From an optimization exercise on the open Yosys and OpenROAD flow, aimed at small area; shortcuts taken in it are not production practice.
In this exercise RTL edits were held to simulation tests only and were not proved equivalent to the original.
Power and IR drop assume default switching activity.

File: flow/design.v
package spi_sram_responder_pkg;
  localparam logic [7:0] CMD_READ  = 8'h03;
  localparam logic [7:0] CMD_WRITE = 8'h02;
  localparam logic [7:0] CMD_RDSR  = 8'h05;
  localparam logic [7:0] STATUS_VALUE_DEF = 8'h40;
  typedef enum logic [2:0] {
    ST_IDLE,
    ST_CMD,
    ST_ADDR,
    ST_RDATA,
    ST_WDATA,
    ST_STATUS,
    ST_DISCARD
  } state_t;
endpackage
module spi_sync_edge #(
  parameter logic RESET_VAL = 1'b0
) (
  input  logic clk,
  input  logic reset,
  input  logic async_in,
  output logic level,
  output logic rise,
  output logic fall
);
  logic meta;
  logic sync;
  logic prev;
  always_ff @(posedge clk) begin
    if (reset) begin
      meta <= RESET_VAL;
      sync <= RESET_VAL;
      prev <= RESET_VAL;
    end else begin
      meta <= async_in;
      sync <= meta;
      prev <= sync;
    end
  end
  assign level = sync;
  assign rise  = sync & ~prev;
  assign fall  = ~sync & prev;
endmodule
module spi_sram_responder #(
  parameter int         DEPTH_LOG2   = 9,
  parameter logic [7:0] STATUS_VALUE = spi_sram_responder_pkg::STATUS_VALUE_DEF
) (
  input  logic                  clk,
  input  logic                  reset,
  input  logic                  sck,
  input  logic                  cs,
  input  logic                  mosi,
  output logic                  miso,
  output logic                  wr_strobe,
  output logic [DEPTH_LOG2-1:0] wr_addr,
  output logic [7:0]            wr_data
);
  logic sck_lvl, sck_rise, sck_fall;
  logic cs_lvl, cs_rise, cs_fall;
  logic mosi_meta, mosi_s;
  spi_sync_edge #(.RESET_VAL(1'b0)) u_sck_sync (
    .clk      (clk),
    .reset    (reset),
    .async_in (sck),
    .level    (sck_lvl),
    .rise     (sck_rise),
    .fall     (sck_fall)
  );
  spi_sync_edge #(.RESET_VAL(1'b1)) u_cs_sync (
    .clk      (clk),
    .reset    (reset),
    .async_in (cs),
    .level    (cs_lvl),
    .rise     (cs_rise),
    .fall     (cs_fall)
  );
  logic unused_sync;
  assign unused_sync = sck_lvl ^ cs_rise;
  always_ff @(posedge clk) begin
    if (reset) begin
      mosi_meta <= 1'b0;
      mosi_s    <= 1'b0;
    end else begin
      mosi_meta <= mosi;
      mosi_s    <= mosi_meta;
    end
  end
  logic [7:0] mem [2**DEPTH_LOG2];
  spi_sram_responder_pkg::state_t                state;
  logic [2:0]            bit_cnt;
  logic [2:0]            tx_cnt;
  logic [7:0]            rx_sr;
  logic [7:0]            tx_sr;
  logic [DEPTH_LOG2-1:0] addr;
  logic                  addr_hi_done;
  logic                  is_write;
  logic [7:0]            rx_next;
  logic [DEPTH_LOG2-1:0] addr_shift;
  logic                  byte_done;
  assign rx_next    = {rx_sr[6:0], mosi_s};
  assign addr_shift = {addr[DEPTH_LOG2-2:0], mosi_s};
  assign byte_done  = sck_rise && (bit_cnt == 3'd7);
  always_ff @(posedge clk) begin
    if (reset) begin
      state        <= spi_sram_responder_pkg::ST_IDLE;
      bit_cnt      <= 3'd0;
      tx_cnt       <= 3'd0;
      rx_sr        <= 8'h00;
      tx_sr        <= 8'h00;
      addr         <= '0;
      addr_hi_done <= 1'b0;
      is_write     <= 1'b0;
      miso         <= 1'b0;
      wr_strobe    <= 1'b0;
      wr_addr      <= '0;
      wr_data      <= 8'h00;
    end else begin
      wr_strobe <= 1'b0;
      if (state != spi_sram_responder_pkg::ST_IDLE && cs_lvl) begin
        state   <= spi_sram_responder_pkg::ST_IDLE;
        miso    <= 1'b0;
        bit_cnt <= 3'd0;
      end else begin
        if (sck_rise && state != spi_sram_responder_pkg::ST_IDLE) begin
          rx_sr   <= rx_next;
          bit_cnt <= bit_cnt + 3'd1;
        end
        case (state)
          spi_sram_responder_pkg::ST_IDLE: begin
            if (cs_fall) begin
              state   <= spi_sram_responder_pkg::ST_CMD;
              bit_cnt <= 3'd0;
            end
          end
          spi_sram_responder_pkg::ST_CMD: begin
            if (byte_done) begin
              addr_hi_done <= 1'b0;
              case (rx_next)
                spi_sram_responder_pkg::CMD_READ: begin
                  state    <= spi_sram_responder_pkg::ST_ADDR;
                  is_write <= 1'b0;
                end
                spi_sram_responder_pkg::CMD_WRITE: begin
                  state    <= spi_sram_responder_pkg::ST_ADDR;
                  is_write <= 1'b1;
                end
                spi_sram_responder_pkg::CMD_RDSR: begin
                  state  <= spi_sram_responder_pkg::ST_STATUS;
                  tx_sr  <= STATUS_VALUE;
                  tx_cnt <= 3'd0;
                end
                default: state <= spi_sram_responder_pkg::ST_DISCARD;
              endcase
            end
          end
          spi_sram_responder_pkg::ST_ADDR: begin
            if (sck_rise) begin
              addr <= addr_shift;
              if (bit_cnt == 3'd7) begin
                if (!addr_hi_done) begin
                  addr_hi_done <= 1'b1;
                end else if (is_write) begin
                  state <= spi_sram_responder_pkg::ST_WDATA;
                end else begin
                  state  <= spi_sram_responder_pkg::ST_RDATA;
                  tx_sr  <= mem[addr_shift];
                  addr   <= addr_shift + 1'b1;
                  tx_cnt <= 3'd0;
                end
              end
            end
          end
          spi_sram_responder_pkg::ST_RDATA, spi_sram_responder_pkg::ST_STATUS: begin
            if (sck_fall) begin
              miso   <= tx_sr[7];
              tx_cnt <= tx_cnt + 3'd1;
              if (tx_cnt == 3'd7) begin
                if (state == spi_sram_responder_pkg::ST_RDATA) begin
                  tx_sr <= mem[addr];
                  addr  <= addr + 1'b1;
                end else begin
                  tx_sr <= STATUS_VALUE;
                end
              end else begin
                tx_sr <= {tx_sr[6:0], 1'b0};
              end
            end
          end
          spi_sram_responder_pkg::ST_WDATA: begin
            if (byte_done) begin
              wr_strobe <= 1'b1;
              wr_addr   <= addr;
              wr_data   <= rx_next;
              addr      <= addr + 1'b1;
            end
          end
          spi_sram_responder_pkg::ST_DISCARD: ;
          default: state <= spi_sram_responder_pkg::ST_IDLE;
        endcase
      end
    end
  end
  always_ff @(posedge clk) begin
    if (wr_strobe) mem[wr_addr] <= wr_data;
  end
endmodule
File: flow/run.sh
#!/bin/bash
# synth_recipe.tcl (not shown) runs the flow's synth.tcl, then flattens the netlist and writes it again
# the make line also repeats each setting of config.mk as NAME=value (left out here)
make -C /OpenROAD-flow-scripts/flow DESIGN_CONFIG=/design/flow/config.mk WORK_HOME=/design/flow/orfs CLKGATE_MAP_FILE= SYNTH_SCRIPT=/design/flow/synth_recipe.tcl finish
File: flow/config.mk
export PLATFORM = sky130hd
export DESIGN_NAME = spi_sram_responder
export DESIGN_NICKNAME = spi_sram_responder
export VERILOG_FILES = /design/flow/design.v
export SDC_FILE = /design/flow/constraint.sdc
export NUM_CORES = 4
export LEC_CHECK = 0
export CAP_MARGIN = 20
export CORE_MARGIN = 2
export CORE_UTILIZATION = 25
export PLACE_DENSITY = 0.32
export SLEW_MARGIN = 20
export SYNTH_MEMORY_MAX_BITS = 8192
File: flow/constraint.sdc
create_clock -name core_clock -period 10.0 [get_ports {clk}]
set_input_delay 2.0000 -clock core_clock [delete_from_list [all_inputs] [get_ports {clk}]]
set_output_delay 2.0000 -clock core_clock [all_outputs]
set_load 0.01 [all_outputs]
==> impl_metrics.toml <==
[clocking]
ctsHtreeMaxLevel = 6
cts_resized = 0
cts_root_buf = "clkbuf_16"
clk_path_buf_depth = 4
clkSinkCount = 4167
hold_buffers = 0
cts_setup_buffers = 0
clk_pin_slew_ns = 0.06
clock_latency_ns = 1.19
tritoncts = "done"
cts_buffers = 535

[floorplanning]
dieWidth_um = 888
dieArea_sq_um = 788000
start_util = 0.251
num_rows = 324
ios = 24
core_area_sq_um = 778000
die_h_um = 888

[setup_path]
crit_path_max_fanout = 23
crit_path_frequent_cell = "buf_4"
criticalPathCategory = "reg2reg"
end_kind = "flip-flop"
reg2reg_to = "tx_sr[2]"
max_stage_delay_ns = 0.77
rr_worst_depth = 11
crit_chain = "buf_4 > buf_4 > nand2b_2 > o221ai_1 > o21ai_1 > a31oi_1 > and3b_1 > nor4b_1 > buf_4 > nand4b_1 > o211ai_1"
critPathSlowestCell = "nand2b_2"
cp_num_buf_inv = 3
r2r_setup_slack_ns = 3.98
start_kind = "flip-flop"
cp_top_family = "simple AND/OR/NAND/NOR gates"
arrival_ns = 7.04
path_depth = 11
endpoint = "tx_sr[2]"
critPathRequiredTime_ns = 11.02

[synth]
synth_top_area_share = 0.630
async_flop_share = 0
ys_ff_latch = 4167
syn_area_per_cell_sq_um = 19.1
synthTopCellsByArea = "edfxtp_1 (63%), mux4_2 (23%), mux2i_1 (3.1%)"
synth_nets = 10300
synth-edff-count = 4096
synthDistinctLibCells = 89
synth_area_sq_um = 195000
synth_flop_cell = "edfxtp_1"
yosysWarnings = 3
ys_seq_area_frac = 0.637
synth_cells = 10200
yosysTopAreaCell = "edfxtp_1"

[sta]
slew_headroom = 0.131
fmax_ghz = 0.166
setup_viol = 0
final-hold-violation-count = 0
skew_ns = 0.0605
drv_slew = 0
rsz0062_at_grt = "false"
fin_crit_ns = 6.02
finalCritPeriodShare = 0.602
setup_tns_ns = 0
hold_slack_ns = 0.471
max_slew.worst_pin.slew_ns = 1.29

[grt]
grt_start_max_net_pins = 178
grt_use_total = 0.243
grt_pass1_wl_um = 1270000
grt-ovfl-total = 0
grt_pass1_vias = 120000
antenna_found_initial = 115

[detailed_routing]
dr.pass1.iters = 5
wl_um = 983000
drc = 0
routed_via_density = 5.55
drt_iter0_drc = 15100
wl_per_cell_um = 45.9
vias = 119000
drtAntennaViolNets = 0

[placed_design]
numPortBuffers = 23
routabilityCongestion = 0.844
place_inst = 20400
dp_hpwl_um = 651000

[final_layout]
fillers = 76100
syn_to_final_growth_pct = 16.8
final_cells = 21400
final_layout_size_suffix_gt1_frac = 0.348
mostFrequentLayoutCells = "edfxtp_1 (4096), mux4_2 (1982), buf_4 (673)"
layout_commonest_cell = "edfxtp_1"
final_util = 0.293
finalNetCount = 10700

[power_and_ir_drop]
leakage_nw = 68.0
ir_worst_vdd_uv = 181
pwr_density_cell_nw_per_um2 = 169
finalPower_mw = 38.5

[min_path]
hold_path_class = "reg2reg"

[status]
status = "finished clean"

[run]
cap_violations = 0
metal layers:
layer / share of wire / track usage / up-vias
li1: - / - / 45000
met4: 0.041 / 0.0847 / 32
met1: 0.43 / 0.334 / 67100
met2: 0.46 / 0.388 / 5324
met3: 0.066 / 0.0417 / 1259
met5: 0.00024 / 0 / -
worst min path at each step:
stage | startpoint | endpoint | slack [ns] | cells after the start
2_1_floorplan | u_cs_sync.meta | u_cs_sync.sync | 0.39 | 1
5_1_grt | u_cs_sync.meta | u_cs_sync.sync | 0.47 | 1
3_5_place_dp | u_cs_sync.meta | u_cs_sync.sync | 0.43 | 1
4_1_cts | u_cs_sync.meta | u_cs_sync.sync | 0.46 | 1
3_3_place_gp | u_cs_sync.meta | u_cs_sync.sync | 0.42 | 1
6_report | u_sck_sync.meta | u_sck_sync.sync | 0.47 | 1
where the power goes:
| part | switching [mW] | leakage [nW] | total [mW] | internal, mW |
|---|---|---|---|---|
| Sequential | 0.00778 | 38.5 | 18.9 | 18.9 |
| Combinational | 0.244 | 21.1 | 0.446 | 0.203 |
| Clock | 8.05 | 8.29 | 19.2 | 11.1 |
cell usage after synthesis (24+ instances only):
master,n
buf_1,67
edfxtp_1,4096
a211oi_1,57
mux2i_1,604
nor2b_1,42
a22oi_1,149
mux4_2,1982
nand3_1,72
buf_4,117
mux2_2,59
a31oi_1,34
buf_6,86
o22ai_1,113
a22o_1,41
o211ai_1,30
nor2_1,705
buf_2,231
o221ai_1,120
o21ai_0,154
nor3_1,48
clkbuf_1,343
dfxtp_1,71
a2111oi_0,24
nand2_1,301
a21oi_1,199
a221oi_1,104
nand2b_1,27
area by class of cell:
type / instances / area [sq um] / area share
Sequential cell: 4167 / 125000 / 0.546
Multi-Input combinational cell: 5198 / 67100 / 0.294
Clock buffer: 647 / 14100 / 0.0617
Tap cell: 10300 / 12800 / 0.0563
Timing Repair Buffer: 761 / 6500 / 0.0285
Clock inverter: 302 / 2900 / 0.0127
Antenna cell: 44 / 110 / 0.000483
Inverter: 20 / 105 / 0.000461
per-stage QoR:
step,area [sq um],worst slack [ns]
6_report,228000,3.98
4_1_cts,228000,3.99
2_1_floorplan,195000,1.42
3_3_place_gp,210000,3.70
5_1_grt,228000,4.02
3_5_place_dp,211000,4.00
cell families after synthesis:
logic type,Yosys count,share of synthesized area
flops,4167,0.637
mux,2653,0.264
simple gates,1328,0.0293
compound gates,1204,0.0440
buf+inv,880,0.0251
xor+xnor,7,0.000314
fa+ha+maj,6,0.000384
state kept, by name, indices dropped and copies added (netlist names), named ones only:
signal / flops
u_sck_sync.meta: 1
wr_data: 8
rx_sr: 7
tx_cnt: 3
addr_hi_done: 1
state: 3
tx_sr: 8
bit_cnt: 3
u_cs_sync.sync: 1
mem: 4096
mosi_meta: 1
wr_addr: 9
mosi_s: 1
u_sck_sync.sync: 1
miso: 1
u_cs_sync.meta: 1
wr_strobe: 1
u_cs_sync.prev: 1
addr: 9
is_write: 1
u_sck_sync.prev: 1

[port drivers added, routing unchanged]
In the flow no input, the clock included, has a driving cell. The finished layout below was timed again as built, in two steps. Step 1 assumes that a clkbuf_16 drives the clock port and a buf_2 every other input. Step 2 moves the port delays by t, midway between the first and last clock arrival at a register: inputs arrive t later, outputs are due t later. That takes back most of the time a late clock gives input paths. Three values: no drivers, after step 1, after step 2; two values: the first two.
t (ns): 1.269
setup slack, ns: 3.978 / 3.978 / 3.978
worst slew at a driven data input, ns: 0.04
After both steps this run still meets setup and hold. The setup slack of this run moves by 0.000 ns with the drivers and by 0.000 ns with both steps.
